What follows belongs to an exercise in optimizing a design on an open flow for small area; a production flow would make more cautious choices. The RTL was checked by simulation tests, not by an equivalence proof against the original design. Power and IR drop assume default switching activity.

==> design.v <==
module up_processor_set_pipelinemult1 (
  input  logic         clk,
  input  logic         reset,
  input  logic [3:0]   etapos,
  input  logic [19:0]  del_in_package,
  input  logic [319:0] wt_package,
  input  logic [19:0]  bias_package,
  input  logic [319:0] act_in_package,
  output logic [319:0] wt_UP_package,
  output logic [19:0]  bias_UP_package
);
  logic [3:0] sh;
  logic       nz, is0, is1;
  assign sh  = etapos - 4'd1;
  assign nz  = |etapos;
  assign is0 = (etapos == 4'd1);
  assign is1 = (etapos == 4'd2);
  logic signed [11:0] m1 [2], m2 [2], m3 [2], n1 [2], n2 [2];
  for (genvar g = 0; g < 2; g++) begin : g_mult
    assign m1[g] = 12'($signed(del_in_package[10*g +: 10]));
    assign m2[g] = m1[g] <<< 1;
    assign m3[g] = m1[g] + m2[g];
    assign n1[g] = -m1[g];
    assign n2[g] = -m2[g];
  end
  logic rst_q, kill;
  always_ff @(posedge clk) rst_q <= reset;
  assign kill = reset | rst_q;
  genvar gi;
  generate
    for (gi = 0; gi < 32; gi++) begin : g_wt
      logic [5-1:0] rlo, rlo_q;
      logic [10:5]  tnh, tnh_q;
      logic [9:5]   wh_q;
      logic         cm, cm_q, ovf, ovf_q, tneg, tneg_q;
      logic [9:0]   y, q2;
      wlane1 u_s1 (
        .a    (act_in_package[10*gi +: 10]),
        .m1   (m1[gi/16]),
        .m2   (m2[gi/16]),
        .m3   (m3[gi/16]),
        .n1   (n1[gi/16]),
        .n2   (n2[gi/16]),
        .m1n  (~m1[gi/16]),
        .m2n  (~m2[gi/16]),
        .n2n  (~n2[gi/16]),
        .w    (wt_package[10*gi +: 10]),
        .sh   (sh),
        .nz   (nz),
        .is0  (is0),
        .is1  (is1),
        .rlo  (rlo),
        .cm   (cm),
        .tnh  (tnh),
        .ovf  (ovf),
        .tneg (tneg)
      );
      always_ff @(posedge clk) begin
        rlo_q  <= rlo;
        cm_q   <= cm;
        tnh_q  <= tnh;
        wh_q   <= wt_package[10*gi+5 +: 10-5];
        ovf_q  <= ovf;
        tneg_q <= tneg;
      end
      wlane2 u_s2 (
        .rlo  (rlo_q),
        .cm   (cm_q),
        .tnh  (tnh_q),
        .wh   (wh_q),
        .ovf  (ovf_q),
        .tneg (tneg_q),
        .kill (kill),
        .y    (y)
      );
      always_ff @(posedge clk) q2 <= y;
      assign wt_UP_package[10*gi +: 10] = q2;
    end
    for (gi = 0; gi < 2; gi++) begin : g_bias
      logic signed [9:0]  dd, t;
      logic signed [11:0] r;
      logic [9:0] y, q1, q2;
      assign dd = del_in_package[10*gi +: 10];
      assign t  = nz ? (dd >>> sh) : 10'sd0;
      assign r  = $signed({{2{bias_package[10*gi+9]}}, bias_package[10*gi +: 10]}) - t;
      always_comb begin
        if (r > 12'sd511)       y = 10'h1FF;
        else if (r < -12'sd512) y = 10'h200;
        else                    y = r[9:0];
      end
      always_ff @(posedge clk) begin
        q1 <= y;
        q2 <= kill ? '0 : q1;
      end
      assign bias_UP_package[10*gi +: 10] = q2;
    end
  endgenerate
endmodule
module wlane1 (
  input  wire [9:0]  a,
  input  wire [11:0] m1, m2, m3, n1, n2,
  input  wire [11:0] m1n, m2n, n2n,
  input  wire [9:0]  w,
  input  wire [3:0]  sh,
  input  wire        nz,
  input  wire        is0,
  input  wire        is1,
  output wire [5-1:0] rlo,
  output wire        cm,
  output wire [10:5] tnh,
  output wire        ovf,
  output wire        tneg
);
  wire K = 1'b0;
  wire e0 = a[0] & ~a[1];
  wire e1 = ~a[0] & a[1];
  wire e2 = a[0] & a[1];
  wire e0n = ~a[0] | a[1];
  wire e1n = a[0] | ~a[1];
  wire p3h = ~(e0n | m1n[0]);
  wire p3 = ~((e2 & m3[0]) | p3h);
  wire p4h;
  oai22 u_p4h (e0n, m1n[1], e1n, m2n[1], p4h);
  wire p4 = ~((e2 & m3[1]) | p4h);
  wire p5h;
  oai22 u_p5h (e0n, m1n[2], e1n, m2n[2], p5h);
  wire p5 = ~((e2 & m3[2]) | p5h);
  wire p6h;
  oai22 u_p6h (e0n, m1n[3], e1n, m2n[3], p6h);
  wire p6 = ~((e2 & m3[3]) | p6h);
  wire p7h;
  oai22 u_p7h (e0n, m1n[4], e1n, m2n[4], p7h);
  wire p7 = ~((e2 & m3[4]) | p7h);
  wire p8h;
  oai22 u_p8h (e0n, m1n[5], e1n, m2n[5], p8h);
  wire p8 = ~((e2 & m3[5]) | p8h);
  wire p9h;
  oai22 u_p9h (e0n, m1n[6], e1n, m2n[6], p9h);
  wire p9 = ~((e2 & m3[6]) | p9h);
  wire p10h;
  oai22 u_p10h (e0n, m1n[7], e1n, m2n[7], p10h);
  wire p10 = ~((e2 & m3[7]) | p10h);
  wire p11h;
  oai22 u_p11h (e0n, m1n[8], e1n, m2n[8], p11h);
  wire p11 = ~((e2 & m3[8]) | p11h);
  wire p12h;
  oai22 u_p12h (e0n, m1n[9], e1n, m2n[9], p12h);
  wire p12 = ~((e2 & m3[9]) | p12h);
  wire p13h;
  oai22 u_p13h (e0n, m1n[10], e1n, m2n[10], p13h);
  wire p13 = ~((e2 & m3[10]) | p13h);
  wire p14h;
  oai22 u_p14h (e0n, m1n[11], e1n, m2n[11], p14h);
  wire p14 = ~((e2 & m3[11]) | p14h);
  wire p15 = ~p14;
  wire e16 = a[2] & ~a[3];
  wire e17 = ~a[2] & a[3];
  wire e18 = a[2] & a[3];
  wire e16n = ~a[2] | a[3];
  wire e17n = a[2] | ~a[3];
  wire p19h = ~(e16n | m1n[0]);
  wire p19 = ~((e18 & m3[0]) | p19h);
  wire p20h;
  oai22 u_p20h (e16n, m1n[1], e17n, m2n[1], p20h);
  wire p20 = ~((e18 & m3[1]) | p20h);
  wire p21h;
  oai22 u_p21h (e16n, m1n[2], e17n, m2n[2], p21h);
  wire p21 = ~((e18 & m3[2]) | p21h);
  wire p22h;
  oai22 u_p22h (e16n, m1n[3], e17n, m2n[3], p22h);
  wire p22 = ~((e18 & m3[3]) | p22h);
  wire p23h;
  oai22 u_p23h (e16n, m1n[4], e17n, m2n[4], p23h);
  wire p23 = ~((e18 & m3[4]) | p23h);
  wire p24h;
  oai22 u_p24h (e16n, m1n[5], e17n, m2n[5], p24h);
  wire p24 = ~((e18 & m3[5]) | p24h);
  wire p25h;
  oai22 u_p25h (e16n, m1n[6], e17n, m2n[6], p25h);
  wire p25 = ~((e18 & m3[6]) | p25h);
  wire p26h;
  oai22 u_p26h (e16n, m1n[7], e17n, m2n[7], p26h);
  wire p26 = ~((e18 & m3[7]) | p26h);
  wire p27h;
  oai22 u_p27h (e16n, m1n[8], e17n, m2n[8], p27h);
  wire p27 = ~((e18 & m3[8]) | p27h);
  wire p28h;
  oai22 u_p28h (e16n, m1n[9], e17n, m2n[9], p28h);
  wire p28 = ~((e18 & m3[9]) | p28h);
  wire p29h;
  oai22 u_p29h (e16n, m1n[10], e17n, m2n[10], p29h);
  wire p29 = ~((e18 & m3[10]) | p29h);
  wire p30h;
  oai22 u_p30h (e16n, m1n[11], e17n, m2n[11], p30h);
  wire p30 = ~((e18 & m3[11]) | p30h);
  wire p31 = ~p30;
  wire e32 = a[4] & ~a[5];
  wire e33 = ~a[4] & a[5];
  wire e34 = a[4] & a[5];
  wire e32n = ~a[4] | a[5];
  wire e33n = a[4] | ~a[5];
  wire p35h = ~(e32n | m1n[0]);
  wire p35 = ~((e34 & m3[0]) | p35h);
  wire p36h;
  oai22 u_p36h (e32n, m1n[1], e33n, m2n[1], p36h);
  wire p36 = ~((e34 & m3[1]) | p36h);
  wire p37h;
  oai22 u_p37h (e32n, m1n[2], e33n, m2n[2], p37h);
  wire p37 = ~((e34 & m3[2]) | p37h);
  wire p38h;
  oai22 u_p38h (e32n, m1n[3], e33n, m2n[3], p38h);
  wire p38 = ~((e34 & m3[3]) | p38h);
  wire p39h;
  oai22 u_p39h (e32n, m1n[4], e33n, m2n[4], p39h);
  wire p39 = ~((e34 & m3[4]) | p39h);
  wire p40h;
  oai22 u_p40h (e32n, m1n[5], e33n, m2n[5], p40h);
  wire p40 = ~((e34 & m3[5]) | p40h);
  wire p41h;
  oai22 u_p41h (e32n, m1n[6], e33n, m2n[6], p41h);
  wire p41 = ~((e34 & m3[6]) | p41h);
  wire p42h;
  oai22 u_p42h (e32n, m1n[7], e33n, m2n[7], p42h);
  wire p42 = ~((e34 & m3[7]) | p42h);
  wire p43h;
  oai22 u_p43h (e32n, m1n[8], e33n, m2n[8], p43h);
  wire p43 = ~((e34 & m3[8]) | p43h);
  wire p44h;
  oai22 u_p44h (e32n, m1n[9], e33n, m2n[9], p44h);
  wire p44 = ~((e34 & m3[9]) | p44h);
  wire p45h;
  oai22 u_p45h (e32n, m1n[10], e33n, m2n[10], p45h);
  wire p45 = ~((e34 & m3[10]) | p45h);
  wire p46h;
  oai22 u_p46h (e32n, m1n[11], e33n, m2n[11], p46h);
  wire p46 = ~((e34 & m3[11]) | p46h);
  wire p47 = ~p46;
  wire e48 = a[6] & ~a[7];
  wire e49 = ~a[6] & a[7];
  wire e50 = a[6] & a[7];
  wire e48n = ~a[6] | a[7];
  wire e49n = a[6] | ~a[7];
  wire p51h = ~(e48n | m1n[0]);
  wire p51 = ~((e50 & m3[0]) | p51h);
  wire p52h;
  oai22 u_p52h (e48n, m1n[1], e49n, m2n[1], p52h);
  wire p52 = ~((e50 & m3[1]) | p52h);
  wire p53h;
  oai22 u_p53h (e48n, m1n[2], e49n, m2n[2], p53h);
  wire p53 = ~((e50 & m3[2]) | p53h);
  wire p54h;
  oai22 u_p54h (e48n, m1n[3], e49n, m2n[3], p54h);
  wire p54 = ~((e50 & m3[3]) | p54h);
  wire p55h;
  oai22 u_p55h (e48n, m1n[4], e49n, m2n[4], p55h);
  wire p55 = ~((e50 & m3[4]) | p55h);
  wire p56h;
  oai22 u_p56h (e48n, m1n[5], e49n, m2n[5], p56h);
  wire p56 = ~((e50 & m3[5]) | p56h);
  wire p57h;
  oai22 u_p57h (e48n, m1n[6], e49n, m2n[6], p57h);
  wire p57 = ~((e50 & m3[6]) | p57h);
  wire p58h;
  oai22 u_p58h (e48n, m1n[7], e49n, m2n[7], p58h);
  wire p58 = ~((e50 & m3[7]) | p58h);
  wire p59h;
  oai22 u_p59h (e48n, m1n[8], e49n, m2n[8], p59h);
  wire p59 = ~((e50 & m3[8]) | p59h);
  wire p60h;
  oai22 u_p60h (e48n, m1n[9], e49n, m2n[9], p60h);
  wire p60 = ~((e50 & m3[9]) | p60h);
  wire p61h;
  oai22 u_p61h (e48n, m1n[10], e49n, m2n[10], p61h);
  wire p61 = ~((e50 & m3[10]) | p61h);
  wire p62h;
  oai22 u_p62h (e48n, m1n[11], e49n, m2n[11], p62h);
  wire p62 = ~((e50 & m3[11]) | p62h);
  wire p63 = ~p62;
  wire e64 = a[8] & ~a[9];
  wire e65 = ~a[8] & a[9];
  wire e66 = a[8] & a[9];
  wire e64n = ~a[8] | a[9];
  wire e65n = a[8] | ~a[9];
  wire p67h = ~(e64n | m1n[0]);
  wire p67 = ~((e66 & n1[0]) | p67h);
  wire p68h;
  oai22 u_p68h (e64n, m1n[1], e65n, n2n[1], p68h);
  wire p68 = ~((e66 & n1[1]) | p68h);
  wire p69h;
  oai22 u_p69h (e64n, m1n[2], e65n, n2n[2], p69h);
  wire p69 = ~((e66 & n1[2]) | p69h);
  wire p70h;
  oai22 u_p70h (e64n, m1n[3], e65n, n2n[3], p70h);
  wire p70 = ~((e66 & n1[3]) | p70h);
  wire p71h;
  oai22 u_p71h (e64n, m1n[4], e65n, n2n[4], p71h);
  wire p71 = ~((e66 & n1[4]) | p71h);
  wire p72h;
  oai22 u_p72h (e64n, m1n[5], e65n, n2n[5], p72h);
  wire p72 = ~((e66 & n1[5]) | p72h);
  wire p73h;
  oai22 u_p73h (e64n, m1n[6], e65n, n2n[6], p73h);
  wire p73 = ~((e66 & n1[6]) | p73h);
  wire p74h;
  oai22 u_p74h (e64n, m1n[7], e65n, n2n[7], p74h);
  wire p74 = ~((e66 & n1[7]) | p74h);
  wire p75h;
  oai22 u_p75h (e64n, m1n[8], e65n, n2n[8], p75h);
  wire p75 = ~((e66 & n1[8]) | p75h);
  wire p76h;
  oai22 u_p76h (e64n, m1n[9], e65n, n2n[9], p76h);
  wire p76 = ~((e66 & n1[9]) | p76h);
  wire p77h;
  oai22 u_p77h (e64n, m1n[10], e65n, n2n[10], p77h);
  wire p77 = ~((e66 & n1[10]) | p77h);
  wire p78h;
  oai22 u_p78h (e64n, m1n[11], e65n, n2n[11], p78h);
  wire p78 = ~((e66 & n1[11]) | p78h);
  wire p79 = ~p78;
  wire c80 = p5 | p19;
  wire c81 = (p6 & p20) | (p6 & c80) | (p20 & c80);
  wire s82, c82;
  fa3 u_s82 (p7, p21, p35, s82, c82);
  wire c83 = s82 | c81;
  wire s84, c84;
  fa3 u_s84 (p8, p22, p36, s84, c84);
  wire c85 = (c82 & s84) | (c82 & c83) | (s84 & c83);
  wire s86, c86;
  fa3 u_s86 (p9, p23, p37, s86, c86);
  wire s87, c87;
  fa3 u_s87 (p51, c84, s86, s87, c87);
  wire c88 = s87 | c85;
  wire s89, c89;
  fa3 u_s89 (p10, p24, p38, s89, c89);
  wire s90, c90;
  fa3 u_s90 (p52, c86, s89, s90, c90);
  wire s91, c91;
  fa3 u_s91 (c87, s90, c88, s91, c91);
  wire s92, c92;
  fa3 u_s92 (p11, p25, p39, s92, c92);
  wire s93, c93;
  fa3 u_s93 (p53, p67, c89, s93, c93);
  wire s94, c94;
  fa3 u_s94 (s92, s93, c90, s94, c94);
  wire s95, c95;
  xnr2 u_s95 (s94, c91, s95);
  orx2 u_c95 (s94, c91, c95);
  wire s96, c96;
  fa3 u_s96 (p12, p26, p40, s96, c96);
  wire s97, c97;
  fa3 u_s97 (p54, p68, c92, s97, c97);
  wire s98, c98;
  fa3 u_s98 (s96, c93, s97, s98, c98);
  wire s99, c99;
  fa3 u_s99 (c94, s98, c95, s99, c99);
  wire s100, c100;
  fa3 u_s100 (p13, p27, p41, s100, c100);
  wire s101, c101;
  fa3 u_s101 (p55, p69, c96, s101, c101);
  wire s102, c102;
  fa3 u_s102 (s100, c97, s101, s102, c102);
  wire s103, c103;
  fa3 u_s103 (c98, s102, c99, s103, c103);
  wire s104, c104;
  hax u_s104 (p15, p28, s104, c104);
  wire s105, c105;
  fa3 u_s105 (p42, p56, p70, s105, c105);
  wire s106, c106;
  fa3 u_s106 (s104, c100, s105, s106, c106);
  wire s107, c107;
  fa3 u_s107 (c101, s106, c102, s107, c107);
  wire s108, c108;
  xnr2 u_s108 (s107, c103, s108);
  orx2 u_c108 (s107, c103, c108);
  wire s109, c109;
  hax u_s109 (p29, p43, s109, c109);
  wire s110, c110;
  fa3 u_s110 (p57, p71, c104, s110, c110);
  wire s111, c111;
  fa3 u_s111 (s109, c105, s110, s111, c111);
  wire s112, c112;
  fa3 u_s112 (c106, s111, c107, s112, c112);
  wire s113, c113;
  xnr2 u_s113 (s112, c108, s113);
  orx2 u_c113 (s112, c108, c113);
  wire s114, c114;
  fa3 u_s114 (p31, p44, p58, s114, c114);
  wire s115, c115;
  fa3 u_s115 (p72, c109, s114, s115, c115);
  wire s116, c116;
  fa3 u_s116 (c110, s115, c111, s116, c116);
  wire s117, c117;
  fa3 u_s117 (s116, c112, c113, s117, c117);
  wire s118, c118;
  hax u_s118 (p45, p59, s118, c118);
  wire s119, c119;
  fa3 u_s119 (p73, s118, c114, s119, c119);
  wire s120, c120;
  fa3 u_s120 (s119, c115, c116, s120, c120);
  wire s121, c121;
  xnr2 u_s121 (s120, c117, s121);
  orx2 u_c121 (s120, c117, c121);
  wire s122, c122;
  fa3 u_s122 (p47, p60, p74, s122, c122);
  wire s123, c123;
  fa3 u_s123 (c118, s122, c119, s123, c123);
  wire s124, c124;
  fa3 u_s124 (s123, c120, c121, s124, c124);
  wire s125, c125;
  hax u_s125 (p61, p75, s125, c125);
  wire s126, c126;
  fa3 u_s126 (s125, c122, c123, s126, c126);
  wire s127, c127;
  xnr2 u_s127 (s126, c124, s127);
  orx2 u_c127 (s126, c124, c127);
  wire s128, c128;
  fa3 u_s128 (p63, p76, c125, s128, c128);
  wire s129, c129;
  fa3 u_s129 (s128, c126, c127, s129, c129);
  wire s130, c130;
  hax u_s130 (p77, c128, s130, c130);
  wire s131, c131;
  xnr2 u_s131 (s130, c129, s131);
  orx2 u_c131 (s130, c129, c131);
  wire s132, c132;
  fa3 u_s132 (p79, c130, c131, s132, c132);
  wire [12:0] xsn = {s132, s131, s129, s127, s124, s121, s117, s113, s108, s103, s99, s95, s91};
  wire fn = xsn[12] | ~nz;
  wire [12:0] s8 = sh[3] ? {{8{fn}}, xsn[12:8]} : xsn;
  wire [12:0] s4 = sh[2] ? {{4{fn}}, s8[12:4]} : s8;
  wire [11:0] s2 = sh[1] ? {{2{fn}}, s4[12:2]} : s4[11:0];
  wire [10:0] tn = sh[0] ? s2[11:1] : s2[10:0];
  assign ovf  = (is0 & ~((xsn[12] == xsn[11]) & (xsn[11] == xsn[10])))
              | (is1 & (xsn[12] != xsn[11]));
  assign tneg = ~xsn[12];
  wire s133, c133;
  xnr2 u_s133 (w[0], tn[0], s133);
  orx2 u_c133 (w[0], tn[0], c133);
  wire s134, c134;
  fa3 u_s134 (w[1], tn[1], c133, s134, c134);
  wire s135, c135;
  fa3 u_s135 (w[2], tn[2], c134, s135, c135);
  wire s136, c136;
  fa3 u_s136 (w[3], tn[3], c135, s136, c136);
  wire s137, c137;
  fa3 u_s137 (w[4], tn[4], c136, s137, c137);
  assign rlo = {s137, s136, s135, s134, s133};
  assign cm  = c137;
  assign tnh = tn[10:5];
endmodule
module wlane2 (
  input  wire [5-1:0] rlo,
  input  wire        cm,
  input  wire [10:5] tnh,
  input  wire [9:5]  wh,
  input  wire        ovf,
  input  wire        tneg,
  input  wire        kill,
  output wire [9:0]  y
);
  wire [10:0] tn;
  wire [9:0]  w;
  assign tn[10:5] = tnh;
  assign w[9:5]   = wh;
  assign tn[4:0] = '0;
  assign w[4:0] = '0;
  wire s138, c138;
  fa3 u_s138 (w[5], tn[5], cm, s138, c138);
  wire s139, c139;
  fa3 u_s139 (w[6], tn[6], c138, s139, c139);
  wire s140, c140;
  fa3 u_s140 (w[7], tn[7], c139, s140, c140);
  wire s141, c141;
  fa3 u_s141 (w[8], tn[8], c140, s141, c141);
  wire s142, c142;
  fa3 u_s142 (w[9], tn[9], c141, s142, c142);
  wire s143, c143;
  fa3 u_s143 (w[9], tn[10], c142, s143, c143);
  wire s144 = w[9] ^ tn[10] ^ c143;
  wire [11:0] r;
  assign r[11:5] = {s144, s143, s142, s141, s140, s139, s138};
  assign r[4:0] = rlo;
  wire pos = ovf ? tneg : (~r[11] & (r[10] | r[9]));
  wire neg = ovf ? ~tneg : (r[11] & ~(r[10] & r[9]));
  wire pk = pos & ~kill;
  wire nk = ~(neg | kill);
  genvar jj;
  for (jj = 0; jj < 9; jj++) begin : g_sat
    o21am u_sat (r[jj], pk, nk, y[jj]);
  end
  assign y[9]   = (r[9] | (neg & ~kill)) & ~(pos | kill);
endmodule
module fa3 (input wire a, input wire b, input wire c, output wire s, output wire co);
  assign s  = a ^ b ^ c;
  assign co = (a & b) | (a & c) | (b & c);
endmodule
module aoi222 (input wire a1, input wire a2, input wire b1, input wire b2,
               input wire c1, input wire c2, output wire y);
  assign y = ~((a1 & a2) | (b1 & b2) | (c1 & c2));
endmodule
module xnr2 (input wire a, input wire b, output wire y);
  assign y = ~(a ^ b);
endmodule
module orx2 (input wire a, input wire b, output wire y);
  assign y = a | b;
endmodule
module hax (input wire a, input wire b, output wire s, output wire co);
  assign s  = a ^ b;
  assign co = a & b;
endmodule
module oai22 (input wire a1, input wire a2, input wire b1, input wire b2, output wire y);
  assign y = ~((a1 | a2) & (b1 | b2));
endmodule
module aoi21 (input wire a1, input wire a2, input wire b1, output wire y);
  assign y = ~((a1 & a2) | b1);
endmodule
module o21am (input wire a1, input wire a2, input wire b1, output wire x);
  assign x = (a1 | a2) & b1;
endmodule
==> flow/run.sh <==
#!/bin/bash
# The standard layout, except that the port buffers placed before global
# placement are sky130_fd_sc_hd__buf_1 cells, and clock tree synthesis uses
# sky130_fd_sc_hd__clkbuf_4 buffers without dummy loads.
set -euo pipefail
export BUFFER_PORTS_ARGS="-buffer_cell sky130_fd_sc_hd__buf_1"
export CTS_ARGS="-sink_clustering_enable -repair_clock_nets -buf_list sky130_fd_sc_hd__clkbuf_4 -dont_use_dummy_load"
bash standard.sh finish > standard_flow.log 2>&1
==> standard.sh <==
#!/bin/bash
# synth_recipe.tcl (not shown) runs the flow's synth.tcl, then flattens the netlist and writes it again
# the make line also repeats each setting of config.mk as NAME=value (left out here)
make -C /OpenROAD-flow-scripts/flow DESIGN_CONFIG=/design/flow/config.mk WORK_HOME=/design/flow/orfs CLKGATE_MAP_FILE= SYNTH_SCRIPT=/design/flow/synth_recipe.tcl "${@:-finish}"
==> config.mk <==
export PLATFORM = sky130hd
export DESIGN_NAME = up_processor_set_pipelinemult1
export DESIGN_NICKNAME = up_processor_set_pipelinemult1
export VERILOG_FILES = /design/flow/design.v
export SDC_FILE = /design/flow/constraint.sdc
export NUM_CORES = 4
export LEC_CHECK = 0
export CAP_MARGIN = 10
export CORE_MARGIN = 2
export CORE_UTILIZATION = 50
export PLACE_DENSITY = 0.6
export SLEW_MARGIN = 10
export SYNTH_HIERARCHICAL = 1
==> constraint.sdc <==
create_clock -name core_clock -period 14.0 [get_ports {clk}]
set_input_delay 2.8000 -clock core_clock [delete_from_list [all_inputs] [get_ports {clk}]]
set_output_delay 2.8000 -clock core_clock [all_outputs]
set_load 0.01 [all_outputs]
==> key figures <==
Outcome
  – Status: finished clean

Power
  – VDD IR-drop max: 0.1208 mV
  – Pwr per Cell Area: 204.6 nW/µm²
  – Leakage power: 0.04187 µW

Route
  – Initial DRC Count: 11.24k
  – Vias/cell: 6.630
  – Via count: 102.2k
  – WL per Instance: 27.37 µm
  – DR DRC count: 0
  – ANT nets after route: 0
  – Total wire length: 422.0 mm
  – Drt first pass iters: 6

Worst setup path
  – CP max FO: 16
  – Crit path buf inv count: 3
  – Slowest cell delay on critical path: ~0.57 ns
  – Startpoint types: primary input
  – Arrival @ worst endpoint: roughly 14 ns
  – Critical path class: in2reg
  – CP top delay family: adder cells
  – CP max-delay cell: fa_1
  – Crit-path most repeated cell: fa_1
  – Crit end category: flip-flop
  – Worst Path Required: 15.13 ns

GRT
  – Global-route usage over all layers: a little over a third
  – First-pass GRT wire length: about 630 mm
  – Vias in the first global route: 100.8k
  – Largest net degree at the start of global routing: between 150 and 200
  – Initial antenna violation count: 166
  – GRT overflow: 0

Timing
  – Clock Skew: 0.1402 ns
  – RSZ-0062 raised after global routing: no
  – Max Clk Rate: slightly below 0.08 GHz
  – Final worst path period need: 12.79 ns
  – Worst setup slack after layout: 1.210 ns
  – Least-Margin Pin Slew: 1.368 ns
  – Slew HR: just under 9%
  – Hold WS: between 0.3 and 0.4 ns
  – Final setup vio count: 0
  – Final Hold Viols: 0
  – Period utilisation layout: 91.36%
  – Max Transition Viols Final: 0

Floorplan
  – Initial core utilization: 50.29%
  – Row count: roughly 170
  – Chip Height: 474.1 µm
  – # IOs: 1,026
  – Die area: 224,800 µm²
  – Area of the core: 219,700 µm²
  – Chip width: 474.1 µm

Placement
  – DP Cell Count: 15.05k
  – Worst slack at placement: 0.04956 ns
  – GP Congestion: around 0.96
  – Port Buffers: around 1.0k
  – Post-DP HPWL: a little under 300 mm

CTS
  – Number of H-tree levels: 5
  – Post-CTS Setup Bufs: 0
  – Clock root buffer: clkbuf_4
  – Clock latency at the later pin of the worst-skew pair: 1.38 ns
  – CTS Hold Bufs: 0
  – Deepest clock path buffer count: 4
  – Post-cts resize count: 0
  – Worst-path clk slew: 0.06 ns
  – Clock Sinks: 969
  – CTS tree: built
  – Num CTS Buffers: 277

Layout
  – Area Overhead vs Synth: 7.623%
  – Layout net count: 14.79k
  – Share of post-route cells with drive strength above 1: 9.373%
  – Final Non-Filler Cells: 15.42k

Flow run
  – Max Cap Viol: 0

Logic synthesis
  – Syn nets: around 14k
  – Mapped Area: 110,500 µm²
  – Synth warn: 17
  – Avg Inst Size Synth: 9.566 µm²
  – Post-Synthesis Cells: 11.55k

Min path
  – Hold Crit Class: reg2reg
## flip-flops by register name, indices dropped and copies added, names as in the netlist
name         count
g_wt.tneg_q     32
g_bias.q2       20
g_wt.cm_q       32
g_wt.rlo_q     160
g_bias.q1       20
rst_q            1
g_wt.ovf_q      32
g_wt.wh_q      160
g_wt.tnh_q     192
g_wt.q2        320
## stage by stage
step	util [%]	total power [µW]	setup TNS, ns	cell area [µm²]
2_1_floorplan	-	18670	-354.95	110700
3_3_place_gp	53.06	21710	0	116600
3_5_place_dp	53.06	22110	0	116600
6_report	54.13	24330	0	118900
4_1_cts	54.01	24300	0	118700
5_1_grt	54.11	26490	0	118900
## layer usage
layer / part of all wire (%) / vias to the layer above / GRT usage, %
met3: 12 / 1357 / 11.76
met5: 0.20 / - / 0
met4: 5.7 / 138 / 20.39
li1: - / 44520 / -
met1: 39 / 49750 / 47.08
met2: 44 / 6464 / 54.20
## power breakdown
| part | internal (µW) | leakage (µW) | switching [µW] | total (µW) |
|---|---|---|---|---|
| logic | 8090 | 0.0325 | 9840 | 17900 |
| clock network | 896 | 0.00127 | 1110 | 2010 |
| registers | 3900 | 0.00808 | 497 | 4390 |
## layout by cell type, fill, tap and decap left out, drive strengths merged, types with 168 or more instances in the layout
cell type and instances:
nor2 221, o21ai 518, ha 224, nand2b 325, xnor2 262, or2 259, o22ai 1762, a21oi 1571
mux2 259, a21o 233, o21a 329, clkbuf 282, and2 217, fa 1508, nor2b 168, dfxtp 969
buf 1277, mux2i 294, nand2 587
## final cells by class
type                            instances  area, µm²
Tap cell                             2958       3701
Fill cell                           20290     100800
Sequential cell                       969      19400
Clock buffer                          277       2079
Multi-Input combinational cell       9646      86240
Inverter                              191      837.1
Antenna cell                           96      240.2
Timing Repair Buffer                 1282       6431
## worst reg2reg max path, stage by stage (launching register included)
cell	delay (ns)
dfxtp_1	0.37
fa_1	0.46
fa_1	0.40
fa_1	0.39
fa_1	0.40
fa_1	0.39
fa_1	0.39
xnor3_1	0.24
nor2_2	0.06
a211oi_1	0.81
o21a_1	0.69
## worst paths after layout
check                           slack (ns)  cells after the start                 to         startpoint
worst max-delay path                  1.21                     36  g_wt[14].rlo_q[4]  del_in_package[1]
worst min-delay path                  0.37                      1     g_wt[11].q2[4]  g_wt[11].rlo_q[4]
worst max register to register        9.23                     10     g_wt[15].q2[4]   g_wt[15].wh_q[5]
worst min register to register        0.37                      1     g_wt[11].q2[4]  g_wt[11].rlo_q[4]

==> re-timing with driven ports <==
The flow's constraints put no driver on any port. The routed layout listed below was extracted and timed again, unchanged, in two steps. Step 1 sets driving cells, clkbuf_16 on the clock port and buf_2 on the other inputs (assumed; they add their load-dependent delay and slew). Step 2 moves the port delays by t, midway between the first and last clock arrival at a register: inputs arrive t later, outputs are due t later. That takes back most of the time a late clock gives input paths. Three values: ideal ports, drivers, drivers and shift; two values: the first two.
t (ns): 1.399
setup slack, ns: 1.210 / 1.203 / -0.197
clock arrival spread, ns: 0.162 / 0.161
worst slew at a driven data input, ns: 0.26
Met with ideal ports but missed after step 2: setup timing in this run. The setup slack of this run moves by -0.007 ns with the drivers and by -1.407 ns with both steps.
